Source: an optimization exercise on an open RTL-to-GDS flow (aim: small area and a short achievable clock period). Production flows keep margins and buffers that such runs may drop. Only simulation tests tie the RTL to the original design; equivalence was not proved. Power figures rest on the tool's default switching activity, not on a simulated workload.

==> config.mk <==
export PLATFORM = sky130hd
export DESIGN_NAME = acw_top
export DESIGN_NICKNAME = acw_top
export VERILOG_FILES = /design/flow/design.v
export SDC_FILE = /design/flow/constraint.sdc
export NUM_CORES = 4
export LEC_CHECK = 0
export CAP_MARGIN = 20
export CORE_MARGIN = 2
export CORE_UTILIZATION = 55
export GPL_TIMING_DRIVEN = 1
export SETUP_SLACK_MARGIN = 3.0
export SLEW_MARGIN = 20
==> constraint.sdc <==
create_clock -name core_clock -period 8.0 [get_ports {clk}]
set_input_delay 1.6000 -clock core_clock [delete_from_list [all_inputs] [get_ports {clk}]]
set_output_delay 1.6000 -clock core_clock [all_outputs]
set_load 0.01 [all_outputs]
==> design.v <==
package acw_pkg;
	typedef logic [31:0] addr_t;
	typedef logic [31:0] data_t;
	typedef logic [31:0] region_addr_t;
	typedef logic [7:0] reg_idx_t;
	typedef enum logic [1:0] {
		mode_off   = 2'd0,
		mode_tor   = 2'd1,
		mode_napot = 2'd3
	} region_mode_e;
	typedef enum logic [1:0] {
		st_idle        = 2'd0,
		st_block_start = 2'd1,
		st_block_idle  = 2'd2,
		st_block_err   = 2'd3
	} block_state_e;
	localparam reg_idx_t reg_go_idle     = 8'd0;
	localparam reg_idx_t reg_denied_addr = 8'd1;
	localparam reg_idx_t reg_denied_type = 8'd2;
	localparam reg_idx_t reg_state       = 8'd3;
	localparam reg_idx_t reg_intr_state  = 8'd4;
	localparam reg_idx_t reg_intr_enable = 8'd5;
	localparam int NUM_CTRL_REGS = 6;
	localparam int CFG_READ_BIT  = 0;
	localparam int CFG_WRITE_BIT = 1;
	localparam int CFG_MODE_LSB  = 3;
	localparam int CFG_MODE_MSB  = 4;
endpackage
`timescale 1ns/1ps
module acw_csr_bank #(
	parameter int          NUM_REGIONS = 8,
	parameter logic [21:0] BASE_ADDR   = 22'h0
) (
	input  logic                                    clk,
	input  logic                                    rst,
	input  logic                                    cpu_req_i,
	input  logic                                    cpu_write_i,
	input  acw_pkg::addr_t                          cpu_addr_i,
	input  acw_pkg::data_t                          cpu_wdata_i,
	output logic                                    cpu_rsp_valid_o,
	output acw_pkg::data_t                          cpu_rsp_rdata_o,
	output logic                                    cpu_rsp_err_o,
	output logic [NUM_REGIONS-1:0][7:0]             region_cfg_o,
	output logic [NUM_REGIONS/4-1:0]                cfg_vld_o,
	output acw_pkg::region_addr_t [NUM_REGIONS-1:0] region_addr_o,
	output logic [NUM_REGIONS-1:0]                  addr_vld_o,
	input  logic                                    deny_i,
	input  acw_pkg::addr_t                          denied_addr_i,
	input  logic                                    denied_write_i,
	input  logic [1:0]                              state_i,
	output logic                                    go_idle_o,
	output logic                                    irq_o
);
	localparam int NUM_CFG_WORDS = NUM_REGIONS / 4;
	localparam int CFG_BASE      = acw_pkg::NUM_CTRL_REGS;
	localparam int ADDR_BASE     = CFG_BASE + NUM_CFG_WORDS;
	localparam int NUM_MAPPED    = ADDR_BASE + NUM_REGIONS;
	acw_pkg::reg_idx_t idx;
	logic base_hit;
	logic read_only;
	logic req_err;
	logic wr_en;
	logic rd_ok;
	logic [NUM_CFG_WORDS-1:0] cfg_sel;
	logic [NUM_REGIONS-1:0] addr_sel;
	acw_pkg::data_t rdata_d;
	logic [NUM_CFG_WORDS-1:0][31:0] cfg_q;
	logic [NUM_CFG_WORDS-1:0] cfg_vld_q;
	acw_pkg::region_addr_t [NUM_REGIONS-1:0] addr_q;
	logic [NUM_REGIONS-1:0] addr_vld_q;
	acw_pkg::addr_t denied_addr_q;
	logic denied_vld_q;
	logic denied_write_q;
	logic intr_state_q;
	logic intr_enable_q;
	logic go_idle_q;
	logic rsp_valid_q;
	logic rsp_err_q;
	acw_pkg::data_t rsp_rdata_q;
	always_comb begin
		idx = cpu_addr_i[9:2];
		base_hit = (cpu_addr_i[31:10] == BASE_ADDR);
		read_only = (idx == acw_pkg::reg_denied_addr) || (idx == acw_pkg::reg_denied_type) ||
			(idx == acw_pkg::reg_state);
		req_err = !base_hit || (cpu_addr_i[1:0] != 2'b00) || (int'(idx) >= NUM_MAPPED) ||
			(cpu_write_i && read_only) || (!cpu_write_i && (idx == acw_pkg::reg_go_idle));
		wr_en = cpu_req_i && cpu_write_i && !req_err;
		rd_ok = !cpu_write_i && !req_err;
		for (int k = 0; k < NUM_CFG_WORDS; k++) begin
			cfg_sel[k] = (int'(idx) == CFG_BASE + k);
		end
		for (int i = 0; i < NUM_REGIONS; i++) begin
			addr_sel[i] = (int'(idx) == ADDR_BASE + i);
		end
	end
	always_comb begin
		rdata_d = '0;
		if (idx == acw_pkg::reg_denied_addr && denied_vld_q) rdata_d = rdata_d | denied_addr_q;
		if (idx == acw_pkg::reg_denied_type) rdata_d[0] = rdata_d[0] | denied_write_q;
		if (idx == acw_pkg::reg_state) rdata_d[1:0] = rdata_d[1:0] | state_i;
		if (idx == acw_pkg::reg_intr_state) rdata_d[31] = rdata_d[31] | intr_state_q;
		if (idx == acw_pkg::reg_intr_enable) rdata_d[31] = rdata_d[31] | intr_enable_q;
		for (int k = 0; k < NUM_CFG_WORDS; k++) begin
			if (cfg_sel[k] && cfg_vld_q[k]) rdata_d = rdata_d | cfg_q[k];
		end
		for (int i = 0; i < NUM_REGIONS; i++) begin
			if (addr_sel[i] && addr_vld_q[i]) rdata_d = rdata_d | addr_q[i];
		end
		if (!rd_ok) rdata_d = '0;
	end
	always_ff @(posedge clk, negedge rst) begin
		if (!rst) begin
			cfg_vld_q <= '0;
			addr_vld_q <= '0;
			denied_vld_q <= 1'b0;
			denied_write_q <= 1'b0;
			intr_state_q <= 1'b0;
			intr_enable_q <= 1'b0;
			go_idle_q <= 1'b0;
			rsp_valid_q <= 1'b0;
			rsp_err_q <= 1'b0;
		end else begin
			rsp_valid_q <= cpu_req_i;
			rsp_err_q <= cpu_req_i && req_err;
			go_idle_q <= wr_en && (idx == acw_pkg::reg_go_idle);
			if (wr_en) begin
				for (int k = 0; k < NUM_CFG_WORDS; k++) begin
					if (cfg_sel[k]) cfg_vld_q[k] <= 1'b1;
				end
				for (int i = 0; i < NUM_REGIONS; i++) begin
					if (addr_sel[i]) addr_vld_q[i] <= 1'b1;
				end
				if (idx == acw_pkg::reg_intr_enable) begin
					intr_enable_q <= cpu_wdata_i[31];
				end
			end
			if (deny_i) begin
				intr_state_q <= 1'b1;
			end else if (wr_en && (idx == acw_pkg::reg_intr_state)) begin
				intr_state_q <= 1'b0;
			end
			if (deny_i) begin
				denied_vld_q <= 1'b1;
				denied_write_q <= denied_write_i;
			end
		end
	end
	always_ff @(posedge clk) begin
		if (wr_en) begin
			for (int k = 0; k < NUM_CFG_WORDS; k++) begin
				if (cfg_sel[k]) cfg_q[k] <= cpu_wdata_i;
			end
			for (int i = 0; i < NUM_REGIONS; i++) begin
				if (addr_sel[i]) addr_q[i] <= cpu_wdata_i;
			end
		end
		if (deny_i) begin
			denied_addr_q <= denied_addr_i;
		end
		rsp_rdata_q <= rdata_d;
	end
	assign cpu_rsp_valid_o = rsp_valid_q;
	assign cpu_rsp_rdata_o = rsp_rdata_q;
	assign cpu_rsp_err_o = rsp_err_q;
	for (genvar r = 0; r < NUM_REGIONS; r++) begin : gen_cfg_out
		assign region_cfg_o[r] = cfg_q[r/4][8*(r%4) +: 8];
	end
	assign cfg_vld_o = cfg_vld_q;
	assign region_addr_o = addr_q;
	assign addr_vld_o = addr_vld_q;
	assign go_idle_o = go_idle_q;
	assign irq_o = intr_state_q & intr_enable_q;
endmodule
`timescale 1ns/1ps
module acw_region_match (
	input  acw_pkg::region_addr_t addr_reg_i,
	input  acw_pkg::addr_t        req_addr_i,
	output logic                  lt_o,
	output logic                  napot_o
);
	acw_pkg::region_addr_t word_addr;
	logic [31:0] ign;
	assign word_addr = {2'b00, req_addr_i[31:2]};
	assign lt_o = word_addr < addr_reg_i;
	always_comb begin
		ign[0] = 1'b1;
		for (int j = 1; j < 32; j++) begin
			ign[j] = ign[j-1] & addr_reg_i[j-1];
		end
	end
	assign napot_o = &(ign | ~(word_addr ^ addr_reg_i));
endmodule
`timescale 1ns/1ps
module acw_perm_resolve #(
	parameter int NUM_REGIONS = 8
) (
	input  logic [NUM_REGIONS-1:0]      lt_i,
	input  logic [NUM_REGIONS-1:0]      napot_i,
	input  logic [NUM_REGIONS-1:0]      addr_vld_i,
	input  logic                        low_zero_i,
	input  logic [NUM_REGIONS-1:0]      tor_en_i,
	input  logic [NUM_REGIONS-1:0]      napot_en_i,
	input  logic [NUM_REGIONS-1:0]      allow_i,
	output logic                        permit_o
);
	logic [NUM_REGIONS-1:0] below;
	logic [NUM_REGIONS-1:0] hit;
	logic found;
	always_comb begin
		for (int i = 0; i < NUM_REGIONS; i++) begin
			below[i] = addr_vld_i[i] & lt_i[i];
		end
		for (int i = 0; i < NUM_REGIONS; i++) begin
			hit[i] = (tor_en_i[i] & below[i] & ((i == 0) ? 1'b1 : ~below[(i == 0) ? 0 : i-1])) |
				(napot_en_i[i] & (addr_vld_i[i] ? napot_i[i] : low_zero_i));
		end
		found = 1'b0;
		permit_o = 1'b0;
		for (int i = 0; i < NUM_REGIONS; i++) begin
			if (hit[i] && !found) begin
				found = 1'b1;
				permit_o = allow_i[i];
			end
		end
	end
endmodule
`timescale 1ns/1ps
module acw_block_fsm (
	input  logic                  clk,
	input  logic                  rst,
	input  logic                  host_valid_i,
	output logic                  host_ready_o,
	output logic                  host_rsp_valid_o,
	output acw_pkg::data_t        host_rsp_rdata_o,
	output logic                  host_rsp_err_o,
	input  logic                  host_rsp_ready_i,
	output logic                  dev_valid_o,
	input  logic                  dev_ready_i,
	input  logic                  dev_rsp_valid_i,
	input  acw_pkg::data_t        dev_rsp_rdata_i,
	input  logic                  dev_rsp_err_i,
	output logic                  dev_rsp_ready_o,
	input  logic                  permit_i,
	input  logic                  go_idle_i,
	output logic                  deny_o,
	output logic [1:0]            state_o
);
	logic [1:0] state_q;
	logic [1:0] state_d;
	logic idle;
	logic err_rsp;
	always_ff @(posedge clk, negedge rst) begin
		if (!rst) begin
			state_q <= 2'd0;
		end else begin
			state_q <= state_d;
		end
	end
	assign idle = (state_q == 2'd0);
	assign err_rsp = state_q[0] ^ state_q[1];
	assign host_ready_o = idle & dev_ready_i;
	assign dev_valid_o = idle & host_valid_i & permit_i;
	assign deny_o = idle & host_valid_i & dev_ready_i & ~permit_i;
	always_comb begin
		state_d = state_q;
		case (state_q)
			2'd0: if (deny_o) state_d = 2'd1;
			2'd1: begin
				if (host_rsp_ready_i && go_idle_i) state_d = 2'd0;
				else if (go_idle_i) state_d = 2'd2;
				else if (host_rsp_ready_i) state_d = 2'd3;
			end
			2'd2: if (host_rsp_ready_i) state_d = 2'd0;
			default: if (go_idle_i) state_d = 2'd0;
		endcase
	end
	assign host_rsp_valid_o = err_rsp | dev_rsp_valid_i;
	assign host_rsp_rdata_o = err_rsp ? 32'd0 : dev_rsp_rdata_i;
	assign host_rsp_err_o = err_rsp | dev_rsp_err_i;
	assign dev_rsp_ready_o = ~err_rsp & host_rsp_ready_i;
	assign state_o = state_q;
endmodule
`timescale 1ns/1ps
module acw_top #(
	parameter int          NUM_REGIONS = 8,
	parameter logic [21:0] BASE_ADDR   = 22'h0
) (
	input  logic           clk,
	input  logic           rst,
	input  logic           host_valid_i,
	input  acw_pkg::addr_t host_addr_i,
	input  logic           host_write_i,
	input  acw_pkg::data_t host_wdata_i,
	output logic           host_ready_o,
	output logic           host_rsp_valid_o,
	output acw_pkg::data_t host_rsp_rdata_o,
	output logic           host_rsp_err_o,
	input  logic           host_rsp_ready_i,
	output logic           dev_valid_o,
	output acw_pkg::addr_t dev_addr_o,
	output logic           dev_write_o,
	output acw_pkg::data_t dev_wdata_o,
	input  logic           dev_ready_i,
	input  logic           dev_rsp_valid_i,
	input  acw_pkg::data_t dev_rsp_rdata_i,
	input  logic           dev_rsp_err_i,
	output logic           dev_rsp_ready_o,
	input  logic           cpu_req_i,
	input  logic           cpu_write_i,
	input  acw_pkg::addr_t cpu_addr_i,
	input  acw_pkg::data_t cpu_wdata_i,
	output logic           cpu_rsp_valid_o,
	output acw_pkg::data_t cpu_rsp_rdata_o,
	output logic           cpu_rsp_err_o,
	output logic           irq_o
);
	logic [NUM_REGIONS-1:0][7:0] region_cfg;
	logic [NUM_REGIONS/4-1:0] cfg_vld;
	acw_pkg::region_addr_t [NUM_REGIONS-1:0] region_addr;
	logic [NUM_REGIONS-1:0] addr_vld;
	logic [NUM_REGIONS-1:0] lt;
	logic [NUM_REGIONS-1:0] napot;
	logic [NUM_REGIONS-1:0] tor_en;
	logic [NUM_REGIONS-1:0] napot_en;
	logic [NUM_REGIONS-1:0] allow;
	logic low_zero;
	logic permit;
	logic deny;
	logic [1:0] state;
	logic go_idle;
	acw_csr_bank #(
		.NUM_REGIONS(NUM_REGIONS),
		.BASE_ADDR  (BASE_ADDR)
	) csr_bank_inst (
		.clk            (clk),
		.rst            (rst),
		.cpu_req_i      (cpu_req_i),
		.cpu_write_i    (cpu_write_i),
		.cpu_addr_i     (cpu_addr_i),
		.cpu_wdata_i    (cpu_wdata_i),
		.cpu_rsp_valid_o(cpu_rsp_valid_o),
		.cpu_rsp_rdata_o(cpu_rsp_rdata_o),
		.cpu_rsp_err_o  (cpu_rsp_err_o),
		.region_cfg_o   (region_cfg),
		.cfg_vld_o      (cfg_vld),
		.region_addr_o  (region_addr),
		.addr_vld_o     (addr_vld),
		.deny_i         (deny),
		.denied_addr_i  (host_addr_i),
		.denied_write_i (host_write_i),
		.state_i        (state),
		.go_idle_o      (go_idle),
		.irq_o          (irq_o)
	);
	for (genvar i = 0; i < NUM_REGIONS; i++) begin : gen_region
		acw_region_match region_match_inst (
			.addr_reg_i(region_addr[i]),
			.req_addr_i(host_addr_i),
			.lt_o      (lt[i]),
			.napot_o   (napot[i])
		);
		assign tor_en[i] = cfg_vld[i/4] &
			(region_cfg[i][acw_pkg::CFG_MODE_MSB:acw_pkg::CFG_MODE_LSB] == acw_pkg::mode_tor);
		assign napot_en[i] = cfg_vld[i/4] &
			(region_cfg[i][acw_pkg::CFG_MODE_MSB:acw_pkg::CFG_MODE_LSB] == acw_pkg::mode_napot);
		assign allow[i] = host_write_i ? region_cfg[i][acw_pkg::CFG_WRITE_BIT] :
			region_cfg[i][acw_pkg::CFG_READ_BIT];
	end
	assign low_zero = (host_addr_i[31:3] == 29'd0);
	acw_perm_resolve #(
		.NUM_REGIONS(NUM_REGIONS)
	) perm_resolve_inst (
		.lt_i      (lt),
		.napot_i   (napot),
		.addr_vld_i(addr_vld),
		.low_zero_i(low_zero),
		.tor_en_i  (tor_en),
		.napot_en_i(napot_en),
		.allow_i   (allow),
		.permit_o  (permit)
	);
	acw_block_fsm block_fsm_inst (
		.clk             (clk),
		.rst             (rst),
		.host_valid_i    (host_valid_i),
		.host_ready_o    (host_ready_o),
		.host_rsp_valid_o(host_rsp_valid_o),
		.host_rsp_rdata_o(host_rsp_rdata_o),
		.host_rsp_err_o  (host_rsp_err_o),
		.host_rsp_ready_i(host_rsp_ready_i),
		.dev_valid_o     (dev_valid_o),
		.dev_ready_i     (dev_ready_i),
		.dev_rsp_valid_i (dev_rsp_valid_i),
		.dev_rsp_rdata_i (dev_rsp_rdata_i),
		.dev_rsp_err_i   (dev_rsp_err_i),
		.dev_rsp_ready_o (dev_rsp_ready_o),
		.permit_i        (permit),
		.go_idle_i       (go_idle),
		.deny_o          (deny),
		.state_o         (state)
	);
	assign dev_addr_o = host_addr_i;
	assign dev_write_o = host_write_i;
	assign dev_wdata_o = host_wdata_i;
endmodule
==> flow/run.sh <==
#!/bin/bash
# Standard ORFS layout, with small port buffers, a clock tree built from mid-size buffers without
# dummy loads, and extra cells kept out of synthesis and repair (listed in flow/dont_use.txt).
# Each step's output goes to its own log in this folder (ORFS's own logs are under orfs/logs).
set -euo pipefail
here=$(cd "$(dirname "$0")" && pwd)
export DONT_USE_CELLS="$(tr '\n' ' ' < "$here/dont_use.txt")"
export BUFFER_PORTS_ARGS="-buffer_cell sky130_fd_sc_hd__buf_1"
export CTS_ARGS="-sink_clustering_enable -repair_clock_nets -dont_use_dummy_load -buf_list {sky130_fd_sc_hd__clkbuf_4 sky130_fd_sc_hd__clkbuf_8} -sink_clustering_size 12 -sink_clustering_max_diameter 50"
bash standard.sh synth > synth.log 2>&1
bash standard.sh floorplan > floorplan.log 2>&1
bash standard.sh place > place.log 2>&1
bash standard.sh cts > cts.log 2>&1
bash standard.sh finish > finish.log 2>&1
==> flow/dont_use.txt <==
sky130_fd_sc_hd__ha_1
sky130_fd_sc_hd__ha_2
sky130_fd_sc_hd__ha_4
sky130_fd_sc_hd__fa_1
sky130_fd_sc_hd__fa_2
sky130_fd_sc_hd__fa_4
==> standard.sh <==
#!/bin/bash
# synth_recipe.tcl (not shown) runs the flow's synth.tcl, then flattens the netlist and writes it again
# the make line also repeats each setting of config.mk as NAME=value (left out here)
make -C /OpenROAD-flow-scripts/flow DESIGN_CONFIG=/design/flow/config.mk WORK_HOME=/design/flow/orfs CLKGATE_MAP_FILE= SYNTH_SCRIPT=/design/flow/synth_recipe.tcl "${@:-finish}"
==> metrics.cfg, run 1 <==
[outcome]
status = no timing/DRC/antenna violations

[floorplan]
fp.dieW_microns = 215
dieHeight_microns = 215
pin_count = 307
core_sq_um = 44000
die-area_sq_um = 46100
initial_core_util = 0.554
placementRows = 77

[sta]
finalHoldViolCount = 0
period_minus_slack_ps = 6270
rsz0062_at_grt = true
finalSetupTns_ps = 0
final_max_slew_viol_count = 0
setup_viol = 0
max_slew.worst_pin.slew_ps = 1140
finalCritPeriodShare = 0.784
fin_hold_ws_ps = 478
slew_headroom = 0.241
skew_ps = 80.2
fmaxAchievable_mhz = 160

[worst_setup_path]
crit_required_ps = 6400
cp.arrival_ps = 4670
rrSetupSlack_ps = 3290
start_kind = input pin
end_kind = output pin
critical_path_class = input pin to output pin
crit_fanout = 11

[detailed_routing]
detail_route.wl_per_cell_microns = 29.4
dr.pass1.iters = 6
drt-total-wl_microns = 93000
drc = 0
first_iter_violations = 2837
vias = 21600
ant_nets = 0
via_per_inst = 6.82

[clocking]
numCtsBuffers = 48
htreeDepth = 2
cts_buffer_depth = 3
clock-sinks = 403
clk_transition_reported_paths_ps = 70
tritoncts = done
insertion_delay_ps = 680
cts-root-buf = clkbuf_8

[logic_synthesis]
syn_nets = 2748
yosysSeqAreaShare = 0.479
synth_edf_count = 352
synthCells = 2343
synth_cell_types = 85
ys_async_sr_fraction = 0.0471
yosys_register_bits = 403
syn_area_per_cell_sq_um = 10.4
syn_area_sq_um = 24400
synth_flop_cell = edfxtp_1
yosysWarningCount = 4

[final_layout]
nets = 2981
drive_above_1_share = 0.0998
area_growth_pct = 11.7
antenna_cells = 0
instances_no_fill = 3166

[power_and_ir_drop]
p_per_area_nw_per_um2 = 149
leakagePower_nw = 10.2
irDropWorstVdd_v = 0.000149

[placement]
place_inst = 3100
place.gp.congestion = 1.09
dpl.hpwl_microns = 71800
numPortBuffers = 242

[global_route]
grt_pass1_vias = 20500
grt_antenna_before_repair = 0
grt_max_degree = 36
groute.usage.overall = 0.394
grt_pass1_wl_microns = 133000
overflow = 0

[min_path]
hold_class = register to register

[run]
drv_cap = 0

what timing repair did:
item / in CTS / in global routing
endpoints found under the setup margin: 36 / 16
hold endpoints to repair: 0 / 0
buffers inserted: 16 / 2
hold buffers: 0 / 0
pin swaps: 22 / 21
resized for setup: 122 / 29
worst paths after layout:
path	start	to	depth (start not counted)
worst max-delay path	host_addr_i[22]	dev_valid_o	13
worst min-delay path	csr_bank_inst.denied_vld_q$_DFFE_PN0P_	csr_bank_inst.denied_vld_q$_DFFE_PN0P_	1
max in group asynchronous	rst	csr_bank_inst.addr_vld_q[2]$_DFFE_PN0P_	2
worst min register to register	csr_bank_inst.denied_vld_q$_DFFE_PN0P_	csr_bank_inst.denied_vld_q$_DFFE_PN0P_	1
min in group asynchronous	rst	csr_bank_inst.addr_vld_q[1]$_DFFE_PN0P_	2
worst max register to register	csr_bank_inst.addr_q[64]$_DFFE_PP_	csr_bank_inst.denied_addr_q[10]$_DFFE_PP_	13
cells in the final DEF (no fill, tap or decap), types with 12 or more instances in the layout:
cell / Yosys / routed
a21o_1: 21 / 21
a21oi_1: 180 / 174
a22oi_1: 152 / 152
a31oi_1: 63 / 61
and3_1: 41 / 39
and4_1: 13 / 13
buf_1: 8 / 219
buf_2: 6 / 12
buf_4: 65 / 61
clkbuf_8: 0 / 48
dfrtp_1: 19 / 19
dfxtp_1: 32 / 32
edfxtp_1: 352 / 352
ha_1: 235 / 214
ha_4: 0 / 21
inv_1: 250 / 250
nand2_1: 136 / 136
nand3_1: 111 / 110
nand4_1: 48 / 48
nor2_1: 96 / 85
nor2b_1: 42 / 42
nor3_1: 49 / 44
nor4_1: 42 / 35
o2111ai_1: 16 / 15
o211ai_1: 14 / 14
o21ai_0: 65 / 62
o22ai_1: 16 / 16
or2_2: 12 / 12
critical path, cell delays in order:
cell       delay, ps
buf_1             70
buf_4            200
ha_1             410
o22ai_1          100
nor4_1           320
o2111ai_1        190
nor4b_2          450
nand4_1          370
nand3_2          240
nor3b_2           70
o31a_1           350
a21oi_2          160
buf_2            140
registers in the layout (all words and copies together), names as in the netlist:
signal and count:
csr_bank_inst.denied_addr_q 32, csr_bank_inst.rsp_valid_q 1, csr_bank_inst.go_idle_q 1, csr_bank_inst.denied_vld_q 1, csr_bank_inst.addr_q 256, csr_bank_inst.addr_vld_q 8
csr_bank_inst.cfg_q 64, csr_bank_inst.rsp_rdata_q 32, block_fsm_inst.state_q 2, csr_bank_inst.cfg_vld_q 2, csr_bank_inst.denied_write_q 1, csr_bank_inst.intr_state_q 1
csr_bank_inst.rsp_err_q 1, csr_bank_inst.intr_enable_q 1
where the power goes:
part | internal (mW) | switching [mW] | leakage (nW)
Combinational | 0.173 | 0.343 | 6.23
Sequential | 2.29 | 0.00345 | 3.66
Clock | 0.530 | 0.720 | 0.345
Total | 2.99 | 1.07 | 10.2
synthesized netlist by cell type (all sizes together) (42+ instances only):
| cell type | n | share of area |
|---|---|---|
| edfxtp | 352 | 0.43 |
| nor3 | 52 | 0.012 |
| nand4 | 50 | 0.014 |
| nor2 | 97 | 0.015 |
| inv | 251 | 0.039 |
| nand3 | 114 | 0.024 |
| ha | 235 | 0.12 |
| a31oi | 63 | 0.016 |
| nor4 | 47 | 0.014 |
| o21ai | 68 | 0.014 |
| nor2b | 42 | 0.011 |
| nand2 | 137 | 0.021 |
| buf | 79 | 0.022 |
| a21oi | 180 | 0.037 |
| a22oi | 152 | 0.047 |
cell families after synthesis:
| kind of cell | share of synthesized area |
|---|---|
| simple gates | 0.147 |
| compound gates | 0.181 |
| buf+inv | 0.0672 |
| flops | 0.479 |
| mux | 0.00538 |
| fa+ha+maj | 0.120 |
layer usage:
layer  part of all wire  global-route usage
met5                  0                   0
met4              0.043               0.153
met3               0.12              0.0698
met2               0.45               0.615
met1               0.38               0.549
cell type report:
class / count / area [sq um]
Fill cell: 3647 / 16800
Inverter: 251 / 945
Tap cell: 592 / 741
Clock buffer: 48 / 661
Multi-Input combinational cell: 1570 / 11800
Sequential cell: 403 / 11700
Timing Repair Buffer: 302 / 1470
metrics by stage:
stage                     setup WS (ps)  utilization  power, mW  cell area, sq um
final                              1730        0.619       4.06             27300
after global placement             1000        0.588       2.80             25900
after global routing               1750        0.619       4.17             27300
after CTS                          1810        0.615       4.04             27100
after floorplan                    2630            -       2.61             24600
after detailed placement            997        0.588       2.81             25900
==> run 2, diff against run 1 <==
==> flow/dont_use.txt (replaced) <==
sky130_fd_sc_hd__ha_1
sky130_fd_sc_hd__ha_2
sky130_fd_sc_hd__ha_4
sky130_fd_sc_hd__fa_1
sky130_fd_sc_hd__fa_2
sky130_fd_sc_hd__fa_4
sky130_fd_sc_hd__nor4_1
sky130_fd_sc_hd__nor4_2
sky130_fd_sc_hd__nor4_4
sky130_fd_sc_hd__or4_1
sky130_fd_sc_hd__or4_2
sky130_fd_sc_hd__or4_4
sky130_fd_sc_hd__nor4b_1
sky130_fd_sc_hd__nor4b_2
sky130_fd_sc_hd__nor4b_4
sky130_fd_sc_hd__or4b_1
sky130_fd_sc_hd__or4b_2
sky130_fd_sc_hd__or4b_4
sky130_fd_sc_hd__or4bb_1
sky130_fd_sc_hd__or4bb_2
sky130_fd_sc_hd__or4bb_4
sky130_fd_sc_hd__a2111oi_0
sky130_fd_sc_hd__a2111oi_1
sky130_fd_sc_hd__a2111oi_2
sky130_fd_sc_hd__a2111oi_4
sky130_fd_sc_hd__a2111o_1
sky130_fd_sc_hd__a2111o_2
sky130_fd_sc_hd__a2111o_4
sky130_fd_sc_hd__o2111ai_1
sky130_fd_sc_hd__o2111ai_2
sky130_fd_sc_hd__o2111ai_4
sky130_fd_sc_hd__o2111a_1
sky130_fd_sc_hd__o2111a_2
sky130_fd_sc_hd__o2111a_4
==> run 2 against run 1 <==
  * Synthesized cell count is the same
  * Largest cell class unchanged
  * Flip-flop and latch count is the same
  * Combinational power is essentially flat
  * Cell count is the same
  * Largest power group unchanged
  * Still clean on timing, DRC and antenna
  * Non-clock buffer count is the same
  * First-iteration DRC count is the same
==> metrics.cfg, run 2 <==
[power_and_ir_drop]
irDropWorstVdd_v = 0.000149  ; unchanged
intPower_mw = 2.99  ; unchanged
switchingPower_mw = 1.07  ; unchanged
combPwrFrac = 0.127  ; about the same
p_per_area_nw_per_um2 = 149  ; unchanged
clkPwrFrac = 0.308  ; about the same
finalPower_mw = 4.06  ; unchanged
seqPwrFrac = 0.564  ; about the same
swShare = 0.263  ; unchanged
leakagePower_nw = 10.2  ; unchanged

[detailed_routing]
dr.pass1.iters = 6  ; unchanged
drt-total-wl_microns = 93000  ; unchanged
vias = 21600  ; unchanged
via_per_inst = 6.82  ; unchanged
detail_route.wl_per_cell_microns = 29.4  ; unchanged
ant_nets = 0  ; unchanged
drc = 0  ; unchanged
first_iter_violations = 2837  ; unchanged

[worst_setup_path]
crit_required_ps = 6400  ; about the same
cp.arrival_ps = 4670  ; about the same
critical_path_class = input pin to output pin
crit_fanout = 11  ; unchanged
start_kind = input pin
end_kind = output pin

[logic_synthesis]
syn_area_per_cell_sq_um = 10.4  ; unchanged
synth_top_cell_area_share = 0.433  ; unchanged
synth_top_cells_by_count = edfxtp_1 (352), inv_1 (250), ha_1 (235), a21oi_1 (180), a22oi_1 (152)
syn_nets = 2748  ; unchanged
synthCells = 2343  ; unchanged
synth_most_common_cell = edfxtp_1
ys_async_sr_fraction = 0.0471  ; unchanged
synth_area_leader_cell = edfxtp_1
ys_top_cells_by_area = edfxtp_1 (43%), ha_1 (12%), a22oi_1 (4.7%)
synth_edf_count = 352  ; unchanged
yosys_register_bits = 403  ; unchanged
yosysSeqAreaShare = 0.479  ; unchanged
synth_flop_cell = edfxtp_1
synth_cell_types = 85  ; unchanged
yosysWarningCount = 4  ; unchanged
syn_area_sq_um = 24400  ; unchanged

[placement]
post_dp_cell_area_sq_um = 25900  ; unchanged
place.gp.congestion = 1.09  ; unchanged
dpl.hpwl_microns = 71800  ; unchanged
numPortBuffers = 242  ; unchanged

[final_layout]
antenna_cells = 0  ; unchanged
largest_register_ff_count = 256  ; unchanged
seq_area_sq_um = 11700  ; unchanged
drive_above_1_share = 0.0998  ; unchanged
nFillCells = 3647  ; unchanged
nets = 2981  ; unchanged
final_cell_mix = edfxtp_1 (352), inv_1 (250), buf_1 (219)
final_common_cell = edfxtp_1
area_growth_pct = 11.7  ; unchanged
post-route-cell-area_sq_um = 27300  ; unchanged
regMostFlops = csr_bank_inst.addr_q
reg.largest.list = csr_bank_inst.addr_q (256), csr_bank_inst.cfg_q (64)
multi_input_area_sq_um = 11800  ; unchanged

[run]
drv_cap = 0  ; unchanged

[global_route]
overflow = 0  ; unchanged
groute.usage.overall = 0.394  ; unchanged
grt_pass1_vias = 20500  ; unchanged
grt_pass1_wl_microns = 133000  ; unchanged
grt_max_degree = 36  ; unchanged
grt_antenna_before_repair = 0  ; unchanged

[floorplan]
initial_core_util = 0.554  ; unchanged
pin_count = 307  ; unchanged
core_sq_um = 44000  ; unchanged
die-area_sq_um = 46100  ; unchanged
fp.dieW_microns = 215  ; unchanged
dieHeight_microns = 215  ; unchanged
placementRows = 77  ; unchanged

[clocking]
cts-root-buf = clkbuf_8
ctsHoldBuffers = 0  ; unchanged
cts_buffer_depth = 3  ; unchanged
clock-sinks = 403  ; unchanged
clk_transition_reported_paths_ps = 70  ; about the same
htreeDepth = 2  ; unchanged
tritoncts = done
numCtsBuffers = 48  ; unchanged
insertion_delay_ps = 680  ; about the same

[sta]
skew_ps = 80.2  ; unchanged
slew_headroom = 0.241  ; unchanged
finalHoldViolCount = 0  ; unchanged
fmaxAchievable_mhz = 160  ; unchanged
final_max_slew_viol_count = 0  ; unchanged
rsz0062_at_grt = true
period_minus_slack_ps = 6270  ; unchanged
max_slew.worst_pin.slew_ps = 1140  ; unchanged
finalSetupTns_ps = 0  ; unchanged
finalCritPeriodShare = 0.784  ; unchanged
setup_viol = 0  ; unchanged

[min_path]
hold_class = register to register

[outcome]
status = no timing/DRC/antenna violations

## run 2: path summary, 6_finish.rpt
path | depth (start not counted) | from | end | slack [ps]
worst min-delay path | 1 | csr_bank_inst.denied_vld_q$_DFFE_PN0P_ | csr_bank_inst.denied_vld_q$_DFFE_PN0P_ | 480
worst max-delay path | 13 | host_addr_i[22] | dev_valid_o | 1730
min in group asynchronous | 2 | rst | csr_bank_inst.addr_vld_q[1]$_DFFE_PN0P_ | 900
max in group asynchronous | 2 | rst | csr_bank_inst.addr_vld_q[2]$_DFFE_PN0P_ | 6820
worst min register to register | 1 | csr_bank_inst.denied_vld_q$_DFFE_PN0P_ | csr_bank_inst.denied_vld_q$_DFFE_PN0P_ | 480
worst max register to register | 13 | csr_bank_inst.addr_q[64]$_DFFE_PP_ | csr_bank_inst.denied_addr_q[10]$_DFFE_PP_ | 3290
## run 2: cells by family after synthesis
| family | count (synthesis) | synth area share |
|---|---|---|
| AND/OR/NAND/NOR | 663 | 0.147 |
| AO/OA/AOI/OAI | 660 | 0.181 |
| flip-flops | 403 | 0.479 |
| buffers and inverters | 370 | 0.0672 |
| adder cells (fa/ha/maj) | 235 | 0.120 |
| multiplexers | 12 | 0.00538 |
## run 2: area by class of cell
class / count / area share
well taps: 592 / 0.0272
flip-flops and latches: 403 / 0.429
repair buffers: 302 / 0.0538
clock buffers: 48 / 0.0242
multi-input cells: 1570 / 0.431
inverters: 251 / 0.0347
## run 2: stage by stage
step	utilization	hold WS, ps	cells	setup slack, ps
global placement	0.588	447	3100	1000
finish	0.619	478	3166	1730
global route	0.619	504	3166	1750
CTS	0.615	470	3164	1810
detailed placement	0.588	453	3100	997
floorplan	-	425	2343	2630
## run 2: metal layers
metal	GRT usage	wire, microns	vias up
li1	-	-	9404
met1	0.549	35500	10400
met2	0.615	42000	1543
met3	0.0698	11600	208
met4	0.153	4020	0
met5	0	0	-
## run 2: timing repair
item / 4_1_cts / 5_1_grt
pin swaps: 22 / 21
setup endpoints to repair: 36 / 16
resized for setup: 122 / 29
buffers inserted: 16 / 2
## run 2: critical path, cell delays in order
cell	delay, ps
buf_1	70
buf_4	200
ha_1	410
o22ai_1	100
nor4_1	320
o2111ai_1	190
nor4b_2	450
nand4_1	370
nand3_2	240
nor3b_2	70
o31a_1	350
a21oi_2	160
buf_2	140
## run 2: power groups by stage
stage | logic [mW] | registers [mW] | clock network [mW]
after floorplan | 0.277 | 2.33 | 0
after global placement | 0.463 | 2.33 | 0
after detailed placement | 0.475 | 2.33 | 0
after CTS | 0.498 | 2.29 | 1.25
after global routing | 0.552 | 2.29 | 1.33
final | 0.516 | 2.29 | 1.25
==> run 3, diff against run 2 <==
==> flow/run.sh (replaced) <==
#!/bin/bash
# Standard ORFS layout with three changes: port buffers are the smallest buffer, the clock tree is
# built from mid-size buffers without dummy loads, and the cells in flow/dont_use.txt (the
# platform's own don't-use list plus slow 4-input NOR/OR and 2111 cells) are kept out of
# synthesis and repair. The registers come out of synthesis exactly as in the standard flow.
# Each step's output goes to its own log in this folder (ORFS's own logs are under orfs/logs).
set -euo pipefail
here=$(cd "$(dirname "$0")" && pwd)
dont_use="DONT_USE_CELLS=$(tr '\n' ' ' < "$here/dont_use.txt")"
export BUFFER_PORTS_ARGS="-buffer_cell sky130_fd_sc_hd__buf_1"
export CTS_ARGS="-sink_clustering_enable -repair_clock_nets -dont_use_dummy_load -buf_list {sky130_fd_sc_hd__clkbuf_4 sky130_fd_sc_hd__clkbuf_8} -sink_clustering_size 12 -sink_clustering_max_diameter 50"
bash standard.sh "$dont_use" synth > synth.log 2>&1
bash standard.sh "$dont_use" floorplan > floorplan.log 2>&1
bash standard.sh "$dont_use" place > place.log 2>&1
bash standard.sh "$dont_use" cts > cts.log 2>&1
bash standard.sh "$dont_use" finish > finish.log 2>&1
--- a/flow/dont_use.txt
+++ b/flow/dont_use.txt
@@ -1,9 +1,39 @@
-sky130_fd_sc_hd__ha_1
-sky130_fd_sc_hd__ha_2
-sky130_fd_sc_hd__ha_4
-sky130_fd_sc_hd__fa_1
-sky130_fd_sc_hd__fa_2
-sky130_fd_sc_hd__fa_4
+sky130_fd_sc_hd__probe_p_8
+sky130_fd_sc_hd__probec_p_8
+sky130_fd_sc_hd__lpflow_bleeder_1
+sky130_fd_sc_hd__lpflow_clkbufkapwr_1
+sky130_fd_sc_hd__lpflow_clkbufkapwr_16
+sky130_fd_sc_hd__lpflow_clkbufkapwr_2
+sky130_fd_sc_hd__lpflow_clkbufkapwr_4
+sky130_fd_sc_hd__lpflow_clkbufkapwr_8
+sky130_fd_sc_hd__lpflow_clkinvkapwr_1
+sky130_fd_sc_hd__lpflow_clkinvkapwr_16
+sky130_fd_sc_hd__lpflow_clkinvkapwr_2
+sky130_fd_sc_hd__lpflow_clkinvkapwr_4
+sky130_fd_sc_hd__lpflow_clkinvkapwr_8
+sky130_fd_sc_hd__lpflow_decapkapwr_12
+sky130_fd_sc_hd__lpflow_decapkapwr_3
+sky130_fd_sc_hd__lpflow_decapkapwr_4
+sky130_fd_sc_hd__lpflow_decapkapwr_6
+sky130_fd_sc_hd__lpflow_decapkapwr_8
+sky130_fd_sc_hd__lpflow_inputiso0n_1
+sky130_fd_sc_hd__lpflow_inputiso0p_1
+sky130_fd_sc_hd__lpflow_inputiso1n_1
+sky130_fd_sc_hd__lpflow_inputiso1p_1
+sky130_fd_sc_hd__lpflow_inputisolatch_1
+sky130_fd_sc_hd__lpflow_isobufsrc_1
+sky130_fd_sc_hd__lpflow_isobufsrc_16
+sky130_fd_sc_hd__lpflow_isobufsrc_2
+sky130_fd_sc_hd__lpflow_isobufsrc_4
+sky130_fd_sc_hd__lpflow_isobufsrc_8
+sky130_fd_sc_hd__lpflow_isobufsrckapwr_16
+sky130_fd_sc_hd__lpflow_lsbuf_lh_hl_isowell_tap_1
+sky130_fd_sc_hd__lpflow_lsbuf_lh_hl_isowell_tap_2
+sky130_fd_sc_hd__lpflow_lsbuf_lh_hl_isowell_tap_4
+sky130_fd_sc_hd__lpflow_lsbuf_lh_isowell_4
+sky130_fd_sc_hd__lpflow_lsbuf_lh_isowell_tap_1
+sky130_fd_sc_hd__lpflow_lsbuf_lh_isowell_tap_2
+sky130_fd_sc_hd__lpflow_lsbuf_lh_isowell_tap_4
 sky130_fd_sc_hd__nor4_1
 sky130_fd_sc_hd__nor4_2
 sky130_fd_sc_hd__nor4_4
--- a/config.mk
+++ b/config.mk
@@ -7,7 +7,6 @@
 export LEC_CHECK = 0
 export CAP_MARGIN = 20
 export CORE_MARGIN = 2
-export CORE_UTILIZATION = 55
-export GPL_TIMING_DRIVEN = 1
+export CORE_UTILIZATION = 85
 export SETUP_SLACK_MARGIN = 3.0
 export SLEW_MARGIN = 20
==> run 3 against run 2 <==
  * The run now fails in 5_1_grt
  * Area after synthesis rose by 0.54%
  * Synthesized cell count rose by 1.4%
==> metrics.cfg, run 3 <==
[logic_synthesis]
yosysSeqAreaShare = 0.476  ; -0.00256
syn_area_per_cell_sq_um = 10.3  ; -0.86%
synth_top_cells_by_count = edfxtp_1 (352), inv_1 (251), ha_1 (235), a21oi_1 (174), a22oi_1 (159)
ys_top_cells_by_area = edfxtp_1 (43%), ha_1 (12%), a22oi_1 (4.9%)
synth_top_cell_area_share = 0.431  ; -0.00232
synth_flop_cell = edfxtp_1
ys_async_sr_fraction = 0.0471  ; unchanged
synth_area_leader_cell = edfxtp_1
syn_nets = 2781  ; +1.2%
synthCells = 2376  ; +1.4%
syn_area_sq_um = 24500  ; +0.54%
yosys_register_bits = 403  ; unchanged
synth_cell_types = 80  ; -5.9%
yosysWarningCount = 4  ; unchanged
synth_edf_count = 352  ; unchanged
synth_most_common_cell = edfxtp_1

[global_route]
grt_max_degree = 36
groute.usage.overall = 0.802
grt_pass1_wl_microns = 180000
overflow = 164
grt_pass1_vias = 29400

[clocking]
cts-root-buf = clkbuf_8
clock-sinks = 403  ; unchanged
ctsHoldBuffers = 0  ; unchanged
numCtsBuffers = 44  ; -8.3%
htreeDepth = 2  ; unchanged
cts_buffer_depth = 3  ; unchanged

[floorplan]
pin_count = 307  ; unchanged
dieHeight_microns = 174  ; -19%
placementRows = 62  ; -19%
fp.dieW_microns = 174  ; -19%
initial_core_util = 0.860  ; +0.305

[outcome]
status = did not finish
error = [ERROR GRT-0116] Global routing finished with congestion. Check the congestion regions in the DRC Viewer.
stop_stage = 5_1_grt

[placement]
numPortBuffers = 242  ; unchanged
dpl.hpwl_microns = 64500  ; -10%
place.gp.congestion = 1.31  ; +21%

-- run 3: cell count changes after synthesis, sizes merged, moves of 11 or more --
cell	change
o2111ai	-16
nor4	-47
a2111oi	-21
nand2	-24
nor2	+30
o21ai	+11
nor3	+30
and4	+20
a211oi	+19
-- run 3: per-stage QoR --
step	hold slack (ps)	cell area (sq um)	util	cells	setup slack [ps]
after floorplan	425	24600	-	2376	2080
after global placement	451	25600	0.895	2910	1110
after detailed placement	461	25600	0.895	2910	998
after CTS	482	27300	0.957	2985	2040
-- run 3: worst min-delay path by stage --
| stage | from | to | slack [ps] | cells past startpoint |
|---|---|---|---|---|
| 2_1_floorplan | csr_bank_inst.denied_vld_q$_DFFE_PN0P_ | csr_bank_inst.denied_vld_q$_DFFE_PN0P_ | 430 | 1 |
| 3_3_place_gp | csr_bank_inst.denied_vld_q$_DFFE_PN0P_ | csr_bank_inst.denied_vld_q$_DFFE_PN0P_ | 450 | 1 |
| 3_5_place_dp | csr_bank_inst.denied_vld_q$_DFFE_PN0P_ | csr_bank_inst.denied_vld_q$_DFFE_PN0P_ | 460 | 1 |
| 4_1_cts | csr_bank_inst.denied_vld_q$_DFFE_PN0P_ | csr_bank_inst.denied_vld_q$_DFFE_PN0P_ | 480 | 1 |
-- run 3: cells by family after synthesis --
kind of cell | Yosys count | share of synthesized area
multiplexers | 10 | 0.00449
AO/OA/AOI/OAI | 660 | 0.179
AND/OR/NAND/NOR | 698 | 0.154
flip-flops | 403 | 0.476
buffers and inverters | 370 | 0.0672
adder cells (fa/ha/maj) | 235 | 0.120
-- run 3: what timing repair did --
action,in CTS
gates resized for setup,192
gates cloned,1
pin swaps,45
endpoints found under the setup margin,36
setup buffers,30
-- run 3: power groups by stage --
stage | Sequential (mW) | Clock (mW) | Combinational [mW]
global placement | 2.35 | 0 | 0.440
detailed placement | 2.35 | 0 | 0.463
floorplan | 2.34 | 0 | 0.285
CTS | 2.30 | 1.16 | 0.509
-- run 3: per-layer routing --
layer | GRT usage | GRT overflow
met2 | 0.960 | 92
met3 | 0.644 | 1
met5 | 0.264 | 1
met4 | 0.797 | 64
met1 | 0.821 | 6
==> run 4, diff against run 3 <==
--- a/config.mk
+++ b/config.mk
@@ -7,6 +7,6 @@
 export LEC_CHECK = 0
 export CAP_MARGIN = 20
 export CORE_MARGIN = 2
-export CORE_UTILIZATION = 85
+export CORE_UTILIZATION = 70
 export SETUP_SLACK_MARGIN = 3.0
 export SLEW_MARGIN = 20
==> run 4 against run 3 <==
  * The run now finishes clean
  * Synthesized cell count did not move
  * Area after synthesis unchanged
==> metrics.cfg, run 4 <==
[sta]
finalHoldViolCount = 0
finalSetupTns_ps = 0
final_max_slew_viol_count = 0
period_minus_slack_ps = 6170
fmaxAchievable_mhz = 162
max_slew.worst_pin.slew_ps = 1030
skew_ps = 74.1
fin_hold_ws_ps = 473
slew_headroom = 0.311
setup_viol = 0
finalCritPeriodShare = 0.771
rsz0062_at_grt = true

[final_layout]
largest_register_ff_count = 256
final_common_cell = edfxtp_1
area_growth_pct = 11.1
final_cell_mix = edfxtp_1 (352), inv_1 (251), buf_1 (214)
nets = 3008
fin_util = 0.789
regMostFlops = csr_bank_inst.addr_q
seq_area_sq_um = 11700
multi_input_area_sq_um = 11900
drive_above_1_share = 0.102
nFillCells = 2138
reg.largest.list = csr_bank_inst.addr_q (256), csr_bank_inst.cfg_q (64)

[min_path]
hold_class = register to register
min_from = csr_bank_inst.denied_vld_q$_DFFE_PN0P_

[logic_synthesis]
syn_area_sq_um = 24500  ; unchanged
synth_area_leader_cell = edfxtp_1
synth_top_cells_by_count = edfxtp_1 (352), inv_1 (251), ha_1 (235), a21oi_1 (174), a22oi_1 (159)
yosysWarningCount = 4  ; unchanged
syn_area_per_cell_sq_um = 10.3  ; unchanged
synthCells = 2376  ; unchanged
synth_top_cell_area_share = 0.431  ; unchanged
synth_most_common_cell = edfxtp_1
yosys_register_bits = 403  ; unchanged
syn_nets = 2781  ; unchanged
synth_edf_count = 352  ; unchanged
ys_top_cells_by_area = edfxtp_1 (43%), ha_1 (12%), a22oi_1 (4.9%)
ys_async_sr_fraction = 0.0471  ; unchanged
synth_cell_types = 80  ; unchanged
synth_flop_cell = edfxtp_1
yosysSeqAreaShare = 0.476  ; unchanged

[worst_setup_path]
r2r_start = csr_bank_inst.addr_q[167]$_DFFE_PP_
critPathMaxStageDelay_ps = 420
critical_path_class = input pin to output pin
rrSetupSlack_ps = 3160
crit_fanout = 8
cp_slowest_cell = o41ai_4
path_cells = buf_6, ha_4, o211ai_1, nor3_1, nand4b_1, nor3_2, nand4b_1, o41ai_4, buf_4, nor3_2, and4bb_2, nor3_4, nor2_2, buf_2
start_kind = input pin
cp_top_family = simple AND/OR/NAND/NOR gates
cp-startpoint = host_addr_i[17]
crit_required_ps = 6400
cp.arrival_ps = 4570
cp_num_buf_inv = 3
end_kind = output pin

[floorplan]
placementRows = 68  ; +9.7%
core_sq_um = 34500
dieHeight_microns = 191  ; +10%
die-area_sq_um = 36600
fp.dieW_microns = 191  ; +10%
pin_count = 307  ; unchanged
initial_core_util = 0.710  ; -0.149

[global_route]
grt_max_degree = 36
grt_pass1_wl_microns = 132000
groute.usage.overall = 0.500
grt_antenna_before_repair = 3
grt_pass1_vias = 21900
overflow = 0

[power_and_ir_drop]
p_per_area_nw_per_um2 = 149
irDropWorstVdd_v = 0.000219
leakagePower_nw = 10.3

[outcome]
status = no timing/DRC/antenna violations

[clocking]
htreeDepth = 2  ; unchanged
numCtsBuffers = 46  ; +4.5%
ctsHoldBuffers = 0  ; unchanged
insertion_delay_ps = 660
tritoncts = done
clock-sinks = 403  ; unchanged
cts_buffer_depth = 3  ; unchanged
cts-root-buf = clkbuf_8
clk_transition_reported_paths_ps = 80

[placement]
numPortBuffers = 242  ; unchanged
place.gp.congestion = 1.20  ; -8.7%
dpl.hpwl_microns = 69300  ; +7.4%

[run]
drv_cap = 0

[detailed_routing]
drt-total-wl_microns = 92600
first_iter_violations = 3750
dr.pass1.iters = 8
via_per_inst = 7.46
drc = 0
vias = 22800
detail_route.wl_per_cell_microns = 30.3
ant_nets = 0

run 4: cell counts after synthesis:
Identical to the previous run, type by type.
run 4: path summary, 6_finish.rpt:
path / to / depth (start not counted)
max: dev_valid_o / 14
max reg2reg: csr_bank_inst.denied_addr_q[11]$_DFFE_PP_ / 15
min: csr_bank_inst.denied_vld_q$_DFFE_PN0P_ / 1
max in group asynchronous: block_fsm_inst.state_q[1]$_DFFE_PN0P_ / 1
min reg2reg: csr_bank_inst.denied_vld_q$_DFFE_PN0P_ / 1
min in group asynchronous: csr_bank_inst.addr_vld_q[5]$_DFFE_PN0P_ / 1
run 4: logic make-up (layout without fill, tap and decap cells):
kind of cell | after synthesis | in the layout | share of synthesized area
other cells | 0 | 3 | 0
buf+inv | 370 | 595 | 0.0672
mux | 10 | 10 | 0.00449
compound gates | 660 | 660 | 0.179
simple gates | 698 | 698 | 0.154
fa+ha+maj | 235 | 235 | 0.120
flops | 403 | 403 | 0.476
run 4: per-stage QoR:
stage	instances	cell area [sq um]	power, mW	setup WS [ps]
after floorplan	2376	24600	2.63	2080
after global placement	2990	25700	2.81	1170
after detailed placement	2990	25700	2.83	1120
after CTS	3045	26900	4.01	1960
after global routing	3058	27300	4.15	1800
final	3059	27300	4.07	1830
run 4: worst reg2reg max path: stages (launching register included):
cell,delay (ps)
edfxtp_1,470
nand3_1,230
nor3_4,400
nand4_2,230
o31ai_1,680
nand4_1,280
nor3_4,340
a211oi_1,150
a211oi_1,210
and4bb_2,290
nor3_4,260
buf_4,160
buf_4,100
nand4_2,180
inv_1,180
buf_8,280
run 4: layout make-up:
type | count | area share
antenna | 3 | 0.000275
clock buffer | 46 | 0.0232
inverter | 251 | 0.0346
multi-input combinational | 1603 | 0.438
sequential | 403 | 0.429
tap | 455 | 0.0209
timing repair buffer | 298 | 0.0546
run 4: layer usage:
layer,share of wire,GRT usage
met5,0,0
met4,0.088,0.334
met3,0.17,0.156
met2,0.43,0.749
met1,0.31,0.623
run 4: timing repair:
item | in CTS | in global routing
setup buffers | 9 | 8
gates resized for setup | 112 | 56
setup endpoints to repair | 36 | 33
pin swaps | 24 | 24
endpoints found under the hold margin | 0 | 0
run 4: where the power goes:
part / switching (mW) / internal (mW) / total [mW]
clock: 0.730 / 0.509 / 1.24
sequential: 0.0108 / 2.29 / 2.30
combinational: 0.351 / 0.180 / 0.531
total: 1.09 / 2.98 / 4.07
==> run 5, diff against run 4 <==
--- a/design.v
+++ b/design.v
@@ -66,7 +66,7 @@
 	acw_pkg::data_t rdata_d;
 	logic [NUM_CFG_WORDS-1:0][31:0] cfg_q;
 	logic [NUM_CFG_WORDS-1:0] cfg_vld_q;
-	acw_pkg::region_addr_t [NUM_REGIONS-1:0] addr_q;
+	acw_pkg::region_addr_t [NUM_REGIONS-1:0] addr_n_q;
 	logic [NUM_REGIONS-1:0] addr_vld_q;
 	acw_pkg::addr_t denied_addr_q;
 	logic denied_vld_q;
@@ -104,7 +104,7 @@
 			if (cfg_sel[k] && cfg_vld_q[k]) rdata_d = rdata_d | cfg_q[k];
 		end
 		for (int i = 0; i < NUM_REGIONS; i++) begin
-			if (addr_sel[i] && addr_vld_q[i]) rdata_d = rdata_d | addr_q[i];
+			if (addr_sel[i] && addr_vld_q[i]) rdata_d = rdata_d | ~addr_n_q[i];
 		end
 		if (!rd_ok) rdata_d = '0;
 	end
@@ -151,7 +151,7 @@
 				if (cfg_sel[k]) cfg_q[k] <= cpu_wdata_i;
 			end
 			for (int i = 0; i < NUM_REGIONS; i++) begin
-				if (addr_sel[i]) addr_q[i] <= cpu_wdata_i;
+				if (addr_sel[i]) addr_n_q[i] <= ~cpu_wdata_i;
 			end
 		end
 		if (deny_i) begin
@@ -166,7 +166,9 @@
 		assign region_cfg_o[r] = cfg_q[r/4][8*(r%4) +: 8];
 	end
 	assign cfg_vld_o = cfg_vld_q;
-	assign region_addr_o = addr_q;
+	for (genvar r = 0; r < NUM_REGIONS; r++) begin : gen_addr_out
+		assign region_addr_o[r] = ~addr_n_q[r];
+	end
 	assign addr_vld_o = addr_vld_q;
 	assign go_idle_o = go_idle_q;
 	assign irq_o = intr_state_q & intr_enable_q;
==> run 5 against run 4 <==
  * Critical path depth is the same
  * Area after synthesis is 2.4% lower
  * Critical path type unchanged
  * Sequential share of layout area is 1.0 points higher
  * Clock skew down 2.9 ps
==> metrics.cfg, run 5 <==
[outcome]
status = no timing/DRC/antenna violations

[detailed_routing]
m1WireLength_microns = 30100  ; +3.5%
wl_met2_microns = 40800  ; +3.1%
drt-total-wl_microns = 97500  ; +5.3%
detail_route.wl_per_cell_microns = 33.1  ; +9.3%
highest-signal-layer = met5
drc = 0  ; unchanged
via_per_inst = 7.78  ; +4.3%
met3_length_microns = 17600  ; +11%
ant_nets = 0  ; unchanged
vias = 23000  ; +0.59%
first_iter_violations = 4300  ; +15%
dr.pass1.iters = 11  ; +3

[sta]
skew_ps = 71.2  ; -2.91 ps
finalHoldViolCount = 0  ; unchanged
final_max_slew_viol_count = 0  ; unchanged
finalCritPeriodShare = 0.807  ; +0.0356
fmaxAchievable_mhz = 155  ; -4.4%
period_minus_slack_ps = 6450  ; +285 ps
fin_hold_ws_ps = 464  ; -9.10 ps
max_slew.worst_pin.slew_ps = 1250  ; +217 ps
rsz0062_at_grt = true
finalSetupTns_ps = 0  ; unchanged
slew_headroom = 0.167  ; -0.144
setup_viol = 0  ; unchanged

[worst_setup_path]
end_kind = output pin
cp-startpoint = host_addr_i[15]
cp.arrival_ps = 4850  ; +280 ps
rrSetupSlack_ps = 3090  ; -70 ps
reg2reg_to = csr_bank_inst.denied_addr_q[13]$_DFFE_PP_
cp_slowest_cell = o41a_1
worstSetupPathDepth = 14  ; unchanged
cp_top_family = compound AO/OA/AOI/OAI gates
reg2reg_depth = 13  ; -2
critical_path_class = input pin to output pin
critPathMaxStageDelay_ps = 490  ; +70 ps
r2r_start = csr_bank_inst.addr_n_q[97]$_DFFE_PP_
crit_fanout = 7  ; -1
cp_num_buf_inv = 3  ; unchanged
start_kind = input pin
path_cells = buf_2, buf_4, ha_1, a2bb2oi_1, o21ai_1, o211a_1, nand4b_1, o31ai_4, a221oi_2, o41a_1, o41a_1, nand2_1, and3_4, buf_6
crit_required_ps = 6400  ; about the same
cp_common_cell = o41a_1
crit_path_end = dev_valid_o

[power_and_ir_drop]
irDropWorstVdd_v = 0.000187  ; -14%
clkPwrFrac = 0.298  ; -0.006
switchingPower_mw = 1.08  ; -1.4%
leakagePower_nw = 9.55  ; -7.7%
swShare = 0.266  ; -0.00177
p_per_area_nw_per_um2 = 152  ; +1.7%
finalPower_mw = 4.04  ; -0.70%
seqPwrFrac = 0.567  ; +0.002
intPower_mw = 2.97  ; -0.46%
combPwrFrac = 0.135  ; +0.005

[placement]
dpl.hpwl_microns = 71200  ; +2.8%
place_inst = 2891  ; -3.3%
numPortBuffers = 242  ; unchanged
place.gp.congestion = 1.11  ; -7.0%

[final_layout]
final_cell_mix = edfxtp_1 (352), buf_1 (211), ha_1 (210)
regMostFlops = csr_bank_inst.addr_n_q
drive_above_1_share = 0.104  ; +0.00252
largest_register_ff_count = 256  ; unchanged
nFillCells = 2049  ; -4.2%
seq_area_sq_um = 11700  ; unchanged
nets = 2907  ; -3.4%
fin_util = 0.792  ; +0.00297
area_growth_pct = 11.2
reg.largest.list = csr_bank_inst.addr_n_q (256), csr_bank_inst.cfg_q (64)
final_common_cell = edfxtp_1
instances_no_fill = 2949  ; -3.6%
multi_input_area_sq_um = 11800  ; -1.2%

[min_path]
hold_class = register to register

[clocking]
cts_buffer_depth = 3  ; unchanged
numCtsBuffers = 45  ; -2.2%
tritoncts = done
insertion_delay_ps = 640  ; -20 ps
cts-root-buf = clkbuf_8
htreeDepth = 2  ; unchanged
clk_transition_reported_paths_ps = 60  ; -20 ps
clock-sinks = 403  ; unchanged
ctsHoldBuffers = 0  ; unchanged

[floorplan]
placementRows = 67  ; -1.5%
die-area_sq_um = 35700  ; -2.4%
core_sq_um = 33600  ; -2.7%
pin_count = 307  ; unchanged
fp.dieW_microns = 189  ; -1.2%
dieHeight_microns = 189  ; -1.2%
initial_core_util = 0.712  ; +0.00177

[logic_synthesis]
synth_top_cells_by_count = edfxtp_1 (352), ha_1 (235), nor2_1 (209), nand2_1 (160), nor3_1 (117)
yosys_register_bits = 403  ; unchanged
syn_nets = 2680  ; -3.6%
syn_area_sq_um = 23900  ; -2.4%
synthCells = 2275  ; -4.3%
synth_cell_types = 87  ; +8.8%
synth_most_common_cell = edfxtp_1
syn_area_per_cell_sq_um = 10.5  ; +1.9%
yosysWarningCount = 4  ; unchanged
ys_top_cells_by_area = edfxtp_1 (44%), ha_1 (12%), nor2_1 (3.3%)
yosysSeqAreaShare = 0.488  ; +0.0119
ys_async_sr_fraction = 0.0471  ; unchanged
synth_flop_cell = edfxtp_1
synth_area_leader_cell = edfxtp_1
synth_top_cell_area_share = 0.441  ; +0.0108
synth_edf_count = 352  ; unchanged

[global_route]
groute.usage.overall = 0.534  ; +0.0341
grt_pass1_vias = 22200  ; +1.1%
grt_pass1_wl_microns = 138000  ; +4.0%
grt_antenna_before_repair = 6  ; +3
grt_max_degree = 36  ; unchanged
overflow = 0  ; unchanged

[run]
drv_cap = 0  ; unchanged

run 5: cell count changes in the layout (fill, tap and decap cells not counted), sizes merged, moves of 47 or more:
cell | previous run | this run
inv | 251 | 112
a22oi | 159 | 10
o22ai | 11 | 79
nand2 | 113 | 161
nand3 | 116 | 69
nor2 | 127 | 210
a21oi | 174 | 106
run 5: power by group through the flow:
stage / sequential [mW] / combinational, mW / clock (mW)
floorplan: 2.33 / 0.290 / 0
global placement: 2.34 / 0.451 / 0
detailed placement: 2.34 / 0.477 / 0
CTS: 2.29 / 0.507 / 1.17
global route: 2.29 / 0.572 / 1.24
finish: 2.29 / 0.544 / 1.21
run 5: kinds of logic after synthesis:
family                     Yosys count  synth area share
muxes                                9           0.00408
buffers and inverters              229            0.0470
DFF                                403             0.488
adders and majority gates          235             0.123
and+or+nand+nor                    799             0.167
AOI/OAI and AO/OA                  600             0.171
run 5: layer usage:
layer | global-route usage | vias up
li1 | - | 9210
met4 | 0.364 | 8
met2 | 0.790 | 2447
met1 | 0.646 | 10600
met3 | 0.209 | 705
met5 | 0 | -
run 5: metrics by stage:
stage	area, sq um	setup WS, ps
2_1_floorplan	24000	2340
3_3_place_gp	25100	697
3_5_place_dp	25100	694
4_1_cts	26500	1780
5_1_grt	26600	1460
6_report	26600	1550
run 5: repair_timing:
action,4_1_cts,5_1_grt
gates resized for setup,147,20
setup buffers,9,1
cloned,1,1
pin swaps,25,14
endpoints found under the setup margin,37,83
run 5: final cells by class:
class                   instances  share of cell area
flip-flops and latches        403               0.439
repair buffers                296              0.0583
multi-input cells            1644               0.443
diodes                          1           0.0000940
well taps                     448              0.0211
inverters                     112              0.0158
clock buffers                  45              0.0233
run 5: worst reg2reg max path, delay by kind of cell (launching register included):
family / cells / cell delay, ps
buffers and inverters: 3 / 570
AND/OR/NAND/NOR: 6 / 2250
AO/OA/AOI/OAI: 4 / 1250
flip-flops: 1 / 480
run 5: worst min path at each step:
stage,start,end,slack [ps],depth (start not counted)
after floorplan,csr_bank_inst.denied_vld_q$_DFFE_PN0P_,csr_bank_inst.denied_vld_q$_DFFE_PN0P_,430,1
after global placement,csr_bank_inst.denied_vld_q$_DFFE_PN0P_,csr_bank_inst.denied_vld_q$_DFFE_PN0P_,440,1
after detailed placement,csr_bank_inst.denied_vld_q$_DFFE_PN0P_,csr_bank_inst.denied_vld_q$_DFFE_PN0P_,440,1
after CTS,csr_bank_inst.denied_vld_q$_DFFE_PN0P_,csr_bank_inst.denied_vld_q$_DFFE_PN0P_,460,1
after global routing,csr_bank_inst.denied_vld_q$_DFFE_PN0P_,csr_bank_inst.denied_vld_q$_DFFE_PN0P_,490,1
final,csr_bank_inst.denied_vld_q$_DFFE_PN0P_,csr_bank_inst.denied_vld_q$_DFFE_PN0P_,460,1
==> run 6, diff against run 5 <==
--- a/config.mk
+++ b/config.mk
@@ -8,5 +8,5 @@
 export CAP_MARGIN = 20
 export CORE_MARGIN = 2
 export CORE_UTILIZATION = 70
-export SETUP_SLACK_MARGIN = 3.0
+export SETUP_SLACK_MARGIN = 2.0
 export SLEW_MARGIN = 20
==> run 6 against run 5 <==
  * Largest cell class unchanged
  * Cell count is 0.92% higher
  * Core utilization is 1.3 points higher
  * Flip-flop and latch count stayed put
  * Worst setup slack better by 12 ps
  * Clock skew is 25 ps higher
  * Area after synthesis stayed put
  * Critical endpoint unchanged
  * Clock power hardly changed
  * Still clean
==> metrics.cfg, run 6 <==
[worst_setup_path]
crit_required_ps = 6400  ; about the same
reg2reg_to = csr_bank_inst.denied_addr_q[3]$_DFFE_PP_
rrSetupSlack_ps = 3180  ; +90 ps
end_kind = output pin
critPathMaxStageDelay_ps = 450  ; -40 ps
start_kind = input pin
crit_fanout = 11  ; +4
cp-startpoint = host_addr_i[27]
path_cells = buf_4, ha_1, a21oi_1, o22ai_1, o21ai_0, nand2b_1, a31oi_4, buf_4, o311a_4, a221oi_2, o41a_1, o41a_1, nand2_1, and3_1, buf_2
critical_path_class = input pin to output pin
cp_slowest_cell = o41a_1
reg2reg_depth = 12  ; -1
r2r_start = csr_bank_inst.addr_n_q[68]$_DFFE_PP_
cp.arrival_ps = 4840  ; about the same

[power_and_ir_drop]
irDropWorstVdd_v = 0.000171  ; -8.9%
leakagePower_nw = 9.73  ; +1.8%
finalPower_mw = 4.04  ; -0.15%
p_per_area_nw_per_um2 = 149  ; -1.8%

[final_layout]
regMostFlops = csr_bank_inst.addr_n_q
instances_no_fill = 2976  ; +0.92%
final_cell_mix = edfxtp_1 (352), buf_1 (212), ha_1 (204)
drive_above_1_share = 0.123  ; +0.0188
largest_register_ff_count = 256  ; unchanged
reg.largest.list = csr_bank_inst.addr_n_q (256), csr_bank_inst.cfg_q (64)
nets = 2932  ; +0.86%
final_common_cell = edfxtp_1
area_growth_pct = 13.0

[floorplan]
core_sq_um = 33600  ; unchanged
fp.dieW_microns = 189  ; unchanged
pin_count = 307  ; unchanged
die-area_sq_um = 35700  ; unchanged
placementRows = 67  ; unchanged
initial_core_util = 0.712  ; unchanged
dieHeight_microns = 189  ; unchanged

[detailed_routing]
ant_nets = 0  ; unchanged
detail_route.wl_per_cell_microns = 31.9  ; -3.4%
drt-total-wl_microns = 95000  ; -2.6%
drc = 0  ; unchanged
dr.pass1.iters = 8  ; -3
via_per_inst = 7.70  ; -1.1%
vias = 22900  ; -0.21%
first_iter_violations = 3927  ; -8.7%

[sta]
skew_ps = 96.5  ; +25.3 ps
final_max_slew_viol_count = 0  ; unchanged
finalSetupTns_ps = 0  ; unchanged
finalCritPeriodShare = 0.805  ; -0.00156
slew_headroom = 0.189  ; +0.0215
max_slew.worst_pin.slew_ps = 1210  ; -40.2 ps
period_minus_slack_ps = 6440  ; -12.5 ps
fmaxAchievable_mhz = 155  ; +0.19%
setup_viol = 0  ; unchanged
rsz0062_at_grt = true
finalHoldViolCount = 0  ; unchanged

[clocking]
ctsHoldBuffers = 0  ; unchanged
clock-sinks = 403  ; unchanged
numCtsBuffers = 44  ; -2.2%
tritoncts = done
htreeDepth = 2  ; unchanged
cts-root-buf = clkbuf_8
cts_buffer_depth = 3  ; unchanged
clk_transition_reported_paths_ps = 70  ; about the same
insertion_delay_ps = 640  ; about the same

[logic_synthesis]
ys_async_sr_fraction = 0.0471  ; unchanged
synth_most_common_cell = edfxtp_1
syn_area_per_cell_sq_um = 10.5  ; unchanged
yosys_register_bits = 403  ; unchanged
synthCells = 2275  ; unchanged
syn_nets = 2680  ; unchanged
synth_cell_types = 87  ; unchanged
synth_edf_count = 352  ; unchanged
synth_top_cells_by_count = edfxtp_1 (352), ha_1 (235), nor2_1 (209), nand2_1 (160), nor3_1 (117)
synth_area_leader_cell = edfxtp_1
syn_area_sq_um = 23900  ; unchanged
yosysWarningCount = 4  ; unchanged
yosysSeqAreaShare = 0.488  ; unchanged
synth_top_cell_area_share = 0.441  ; unchanged
synth_flop_cell = edfxtp_1
ys_top_cells_by_area = edfxtp_1 (44%), ha_1 (12%), nor2_1 (3.3%)

[placement]
dpl.hpwl_microns = 69300  ; -2.7%
numPortBuffers = 242  ; unchanged
place.gp.congestion = 1.17  ; +5.5%
place_inst = 2883  ; -0.28%

[global_route]
met2_usage = 0.770  ; -0.0192
grt_util_met1 = 0.649  ; +0.00334
grt_pass1_wl_microns = 136000  ; -1.2%
grt_max_degree = 36  ; unchanged
grt_most_used_layer = met2
groute.usage.overall = 0.523  ; -0.0104
overflow = 0  ; unchanged
met3_usage = 0.200  ; -0.00908
grt_pass1_vias = 22100  ; -0.25%
grt_antenna_before_repair = 4  ; -2

[min_path]
hold_class = register to register
holdPathEnd = csr_bank_inst.denied_vld_q$_DFFE_PN0P_
hold_depth = 1  ; unchanged
min_from = csr_bank_inst.denied_vld_q$_DFFE_PN0P_

[outcome]
status = no timing/DRC/antenna violations

[run]
drv_cap = 0  ; unchanged

## run 6: cell types whose count changed in the layout (fill, tap and decap cells not counted), sizes merged
| cell | before | now |
|---|---|---|
| clkbuf | 47 | 46 |
| bufbuf | 1 | 0 |
| buf | 293 | 321 |
| nor2 | 210 | 209 |
| diode | 1 | 3 |
## run 6: worst max path at each step
stage / slack [ps] / endpoint
3_3_place_gp: 630 / dev_valid_o
2_1_floorplan: 2230 / dev_valid_o
5_1_grt: 1540 / dev_valid_o
3_5_place_dp: 660 / dev_valid_o
4_1_cts: 1750 / dev_valid_o
6_report: 1560 / dev_valid_o
## run 6: metrics by stage
| stage | setup WS, ps | hold WS, ps | util | area, sq um |
|---|---|---|---|---|
| global placement | 626 | 454 | 0.744 | 25000 |
| detailed placement | 655 | 457 | 0.745 | 25100 |
| floorplan | 2230 | 425 | - | 23900 |
| global route | 1540 | 480 | 0.805 | 27100 |
| CTS | 1750 | 474 | 0.800 | 26900 |
| finish | 1560 | 477 | 0.805 | 27100 |
## run 6: metal layers
metal,wire [microns],vias to the layer above
li1,-,9270
met1,30400,10600
met2,40100,2363
met3,16500,653
met4,7970,4
met5,22,-
## run 6: report_power, final
part | switching (mW) | internal (mW)
Clock | 0.706 | 0.489
Sequential | 0.0123 | 2.28
Combinational | 0.356 | 0.191
Total | 1.07 | 2.96
## run 6: layout make-up
class	count	area, sq um
Tap cell	448	561
Clock buffer	44	606
Antenna cell	3	7.51
Timing Repair Buffer	323	1730
Sequential cell	403	11700
Multi-Input combinational cell	1643	12100
Inverter	112	420
Fill cell	2022	6550
## run 6: logic make-up after synthesis
family / Yosys count / share of synthesized area
AOI/OAI and AO/OA: 600 / 0.171
adders and majority gates: 235 / 0.123
buffers and inverters: 229 / 0.0470
DFF: 403 / 0.488
muxes: 9 / 0.00408
and+or+nand+nor: 799 / 0.167
## run 6: timing repair
action,4_1_cts,5_1_grt
endpoints found under the setup margin,1,1
pin swaps,51,17
buffers inserted,39,4
endpoints found under the hold margin,0,0
cloned,1,0
resized for setup,180,20
## run 6: worst max-delay path, delay by kind of cell
family / cells / cell delay [ps]
fa+ha+maj: 1 / 380
simple gates: 3 / 440
buf+inv: 3 / 520
compound gates: 8 / 1890

Re-timed with assumed drivers on the ports (clkbuf_16 on the clock, buf_2 on other inputs), run 6 has 1.510 ns of setup slack against 1.559 ns with ideal ports, and 1.510 ns once port delays also move by the mid clock arrival of 0.633 ns.
